This is an optimization exercise on Yosys and OpenROAD, whose aim is small area, a short achievable clock period and few clock cycles per item, not a production implementation. Function was checked by simulation only, so behaviour that the tests miss may differ from the original.

Setup of run a:
==> flow/design.v (excerpt) <==
module rgba_source_over_blend (
  input  logic        clk,
  input  logic        rst,
  input  logic        s_tvalid,
  output logic        s_tready,
  input  logic [63:0] s_tdata,
  output logic        m_tvalid,
  input  logic        m_tready,
  output logic [31:0] m_tdata
);
Settings: LEC_CHECK=0, ABC_AREA=1, CAP_MARGIN=0, CORE_MARGIN=2, CORE_UTILIZATION=40, CTS_BUF_LIST=sky130_fd_sc_hd__clkbuf_4 sky130_fd_sc_hd__clkbuf_8, PLACE_DENSITY=0.75, SETUP_SLACK_MARGIN=5, SLEW_MARGIN=0; clock period 10.0 ns.
run.sh (not shown) runs the stock make flow with config.mk's settings and CLKGATE_MAP_FILE= SYNTH_SCRIPT=/design/flow/synth_recipe.tcl, a recipe that flattens the netlist after the stock synthesis.
Testbench counts of run a, summed over its fixed seeds: cycles 12,056, items 12,000.
Inputs modified between run a and run b:
diff --git a/flow/design.v b/flow/design.v
--- a/flow/design.v
+++ b/flow/design.v
@@ -7,21 +7,20 @@
   input  logic        s_tvalid,
   output logic        s_tready,
   input  logic [63:0] s_tdata,
   output logic        m_tvalid,
   input  logic        m_tready,
   output logic [31:0] m_tdata
 );
   logic go;
-  logic sv;
-  logic [31:0] skid;
   logic [31:0] res;
   logic res_v;
-  assign s_tready = ~(m_tvalid & sv);
+  assign go = ~m_tvalid | m_tready;
+  assign s_tready = go;
   logic [7:0]  fa, ba;
   logic [7:0]  m0 [3];
   logic [2:0]  n0;
   logic [7:0]  bc0 [3];
   logic        v0;
   always_ff @(posedge clk) begin
     if (rst) v0 <= 1'b0;
     else if (go) v0 <= s_tvalid;
@@ -3934,35 +3933,14 @@
   assign qf_2 = {{q6_2, g1_2}, g0_2};
   assign cf_2 = (qf_2[0] & (~n6_2 | (ro1_2 != {1'b0, d6}))) ^ n6_2;
   logic [7:0] s0_2, s1_2;
   assign s0_2 = bc6_2 + (qf_2[8:1] ^ {8{n6_2}});
   assign s1_2 = s0_2 + 8'd1;
   assign res[23:16] = cf_2 ? s1_2 : s0_2;
   assign res[31:24] = alpha;
   assign res_v = v6;
-  logic push, pop, ld_head;
-  assign push    = go & res_v;
-  assign pop     = m_tvalid & m_tready;
-  assign ld_head = pop | ~m_tvalid;
   always_ff @(posedge clk) begin
-    if (rst) begin
-      m_tvalid <= 1'b0;
-      sv       <= 1'b0;
-      go       <= 1'b1;
-    end else begin
-      if (ld_head) begin
-        m_tvalid <= sv | push;
-        sv       <= sv & push;
-        go       <= ~(sv & push);
-      end else begin
-        sv       <= sv | push;
-        go       <= ~(sv | push);
-      end
-    end
-  end
-  always_ff @(posedge clk) begin
-    if (ld_head) m_tdata <= sv ? skid : res;
-  end
-  always_ff @(posedge clk) begin
-    if (push & ~(ld_head & ~sv)) skid <= res;
+    if (rst) m_tvalid <= 1'b0;
+    else if (go) m_tvalid <= res_v;
   end
+  always_ff @(posedge clk) if (go) m_tdata <= res;
 endmodule
- Compared with run a, run b shows a endpoint arrival time on the critical path that is 0.13 ns lower.
- Run b gives less required time of the critical path than run a did.
- Run b vs run a, filler-free cell count of the finished design went up by 1.7%.
- Setup slack, run a and run b: smaller value in run b
- From run a to run b the numbers moved as follows: instance count of the mapped netlist increased 208; maximum number of pins on one net before global-route repair increased 4.5%; parity-gate share of the synthesized area counting xor and xnor cells decreased 0.27 points.
- On adder-cell area share of the yosys netlist, run a and run b are basically level.
- Compared with run a, number of distinct library cells after synthesis in run b decreased by a few percent.
- Path depth of the worst reg2reg path: run b < run a
- Cmp run a and run b / post-synthesis simple-gate area fraction / lower: run a
- Per the comparison of run b with run a, total of plain and repair buffers excluding clock buffers fell by 46, synthesis-to-layout area growth fell by 1.0 points.
Testbench counts of run b, summed over its fixed seeds: cycles 12,056, items 12,000.

## old
rgba_source_over_blend with an RTL version that a note above also has.
Size: about 7200 cells after synthesis, about 100 I/O pins, about 59000 um^2 of cells after synthesis.
==> flow/design.v (excerpt) <==
module rgba_source_over_blend (
  input  logic        clk,
  input  logic        rst,
  input  logic        s_tvalid,
  output logic        s_tready,
  input  logic [63:0] s_tdata,
  output logic        m_tvalid,
  input  logic        m_tready,
  output logic [31:0] m_tdata
);
  logic go;
  logic [31:0] res;
  logic res_v;
  assign go = ~m_tvalid | m_tready;
  assign s_tready = go;
  logic [7:0]  fa, ba;
  logic [7:0]  m0 [3];
  logic [2:0]  n0;
  logic [7:0]  bc0 [3];
  logic        v0;
  always_ff @(posedge clk) begin
    if (rst) v0 <= 1'b0;
    else if (go) v0 <= s_tvalid;
  end
  always_ff @(posedge clk) if (go) begin
    fa <= s_tdata[31:24];
    ba <= s_tdata[63:56];
  end
  for (genvar c = 0; c < 3; c++) begin : g_s0
    logic [7:0] fc, bc;
    logic [8:0] df;
    logic [7:0] dn;
    assign fc = s_tdata[8*c +: 8];
    assign bc = s_tdata[32 + 8*c +: 8];
    assign df = {1'b0, fc} - {1'b0, bc};
    assign dn = bc - fc;
    logic [7:0] m;
    assign m = df[8] ? dn : df[7:0];
    always_ff @(posedge clk) if (go) begin
      n0[c]  <= df[8];
      m0[c]  <= m;
      bc0[c] <= bc;
    end
  end
  logic        dz;
  assign dz  = (fa == 8'd0) & (ba == 8'd0);
  logic dh_pp1;
  assign dh_pp1 = ba[0] & ~fa[0];
  logic dh_pp2;
  assign dh_pp2 = ba[0] & ~fa[1];
  logic dh_pp3;
  assign dh_pp3 = ba[0] & ~fa[2];
  logic dh_pp4;
  assign dh_pp4 = ba[0] & ~fa[3];
  logic dh_pp5;
  assign dh_pp5 = ba[0] & ~fa[4];
  logic dh_pp6;
  assign dh_pp6 = ba[0] & ~fa[5];
  logic dh_pp7;
  assign dh_pp7 = ba[0] & ~fa[6];
  logic dh_pp8;
  assign dh_pp8 = ba[0] & ~fa[7];
  logic dh_pp9;
  assign dh_pp9 = ba[1] & ~fa[0];
  logic dh_pp10;
  assign dh_pp10 = ba[1] & ~fa[1];
  logic dh_pp11;
  assign dh_pp11 = ba[1] & ~fa[2];
  logic dh_pp12;
  assign dh_pp12 = ba[1] & ~fa[3];
  logic dh_pp13;
  assign dh_pp13 = ba[1] & ~fa[4];
  logic dh_pp14;
  assign dh_pp14 = ba[1] & ~fa[5];
  logic dh_pp15;
  ...
clock: 10.0 ns
lec_check: 0
abc_area: 1
cap_margin: 20
core_margin: 2
core_utilization: 40
setup_slack_margin: 5
slew_margin: 20
Testbench counts of old, summed over its fixed seeds: cycles 12,056, items 12,000.
--- input diff old..new ---
--- a/flow/design.v
+++ b/flow/design.v
@@ -4,26 +4,27 @@
 module rgba_source_over_blend (
   input  logic        clk,
   input  logic        rst,
   input  logic        s_tvalid,
   output logic        s_tready,
   input  logic [63:0] s_tdata,
   output logic        m_tvalid,
   input  logic        m_tready,
   output logic [31:0] m_tdata
 );
   logic go;
+  logic sv;
+  logic [31:0] skid;
   logic [31:0] res;
   logic res_v;
-  assign go = ~m_tvalid | m_tready;
-  assign s_tready = go;
+  assign s_tready = ~(m_tvalid & sv);
   logic [7:0]  fa, ba;
   logic [7:0]  m0 [3];
   logic [2:0]  n0;
   logic [7:0]  bc0 [3];
   logic        v0;
   always_ff @(posedge clk) begin
     if (rst) v0 <= 1'b0;
     else if (go) v0 <= s_tvalid;
   end
   always_ff @(posedge clk) if (go) begin
     fa <= s_tdata[31:24];
@@ -3930,17 +3931,38 @@
   assign res[15:8] = cf_1 ? s1_1 : s0_1;
   logic [8:0] qf_2;
   logic       cf_2;
   assign qf_2 = {{q6_2, g1_2}, g0_2};
   assign cf_2 = (qf_2[0] & (~n6_2 | (ro1_2 != {1'b0, d6}))) ^ n6_2;
   logic [7:0] s0_2, s1_2;
   assign s0_2 = bc6_2 + (qf_2[8:1] ^ {8{n6_2}});
   assign s1_2 = s0_2 + 8'd1;
   assign res[23:16] = cf_2 ? s1_2 : s0_2;
   assign res[31:24] = alpha;
   assign res_v = v6;
+  logic push, pop, ld_head;
+  assign push    = go & res_v;
+  assign pop     = m_tvalid & m_tready;
+  assign ld_head = pop | ~m_tvalid;
   always_ff @(posedge clk) begin
-    if (rst) m_tvalid <= 1'b0;
-    else if (go) m_tvalid <= res_v;
+    if (rst) begin
+      m_tvalid <= 1'b0;
+      sv       <= 1'b0;
+      go       <= 1'b1;
+    end else begin
+      if (ld_head) begin
+        m_tvalid <= sv | push;
+        sv       <= sv & push;
+        go       <= ~(sv & push);
+      end else begin
+        sv       <= sv | push;
+        go       <= ~(sv | push);
+      end
+    end
+  end
+  always_ff @(posedge clk) begin
+    if (ld_head) m_tdata <= sv ? skid : res;
+  end
+  always_ff @(posedge clk) begin
+    if (push & ~(ld_head & ~sv)) skid <= res;
   end
-  always_ff @(posedge clk) if (go) m_tdata <= res;
 endmodule
For new, the uppermost layer routed was met5, unlike old, where it was met4. Delta (new minus old): die area about even; worst setup slack after layout rose 170 ps; number of cells on the worst reg-to-reg path went down by 1; post-synthesis share of cell area spent on and, or, nand and nor gates fell 2.7 points.
Testbench counts of new, summed over its fixed seeds: cycles 12,056, items 12,000.

-- what the ideal ports hide --
How much do the figures lean on ideal ports? The routed layouts below were timed once more, with nothing changed but the port constraints. Step 1 (the two cells are an assumption about what drives the block):
set clk [get_ports {clk}]
set_driving_cell -lib_cell sky130_fd_sc_hd__clkbuf_16 $clk
set_driving_cell -lib_cell sky130_fd_sc_hd__buf_2 [delete_from_list [all_inputs] $clk]
Step 2, shift: input delay + t, output delay - t, t = (earliest + latest rising clock arrival at the registers) / 2. This alone moves slack from input paths to output paths. Slacks: ideal ports / drivers / drivers and shift; pairs: ideal ports / drivers.
| run | shift t [ns] | slack for setup (ns) | hold WS [ns] | worst register clock-pin slew, ns |
|---|---|---|---|---|
| run a | 0.907 | 5.261 / 5.261 / 5.224 | 0.383 / 0.383 / 0.383 | 0.08 / 0.08 |
| run b | 0.875 | 5.223 / 5.223 / 5.223 | 0.406 / 0.406 / 0.406 | 0.07 / 0.07 |
| old | 0.764 | 5.054 / 5.033 / 4.928 | 0.414 / 0.414 / 0.414 | 0.07 / 0.07 |
| new | 0.766 | 5.229 / 5.229 / 5.012 | 0.401 / 0.401 / 0.401 | 0.07 / 0.07 |
After both steps every run listed still meets setup and hold. For new, which loses most, drivers alone change the setup slack by 0.000 ns; drivers and shift together by -0.217 ns.
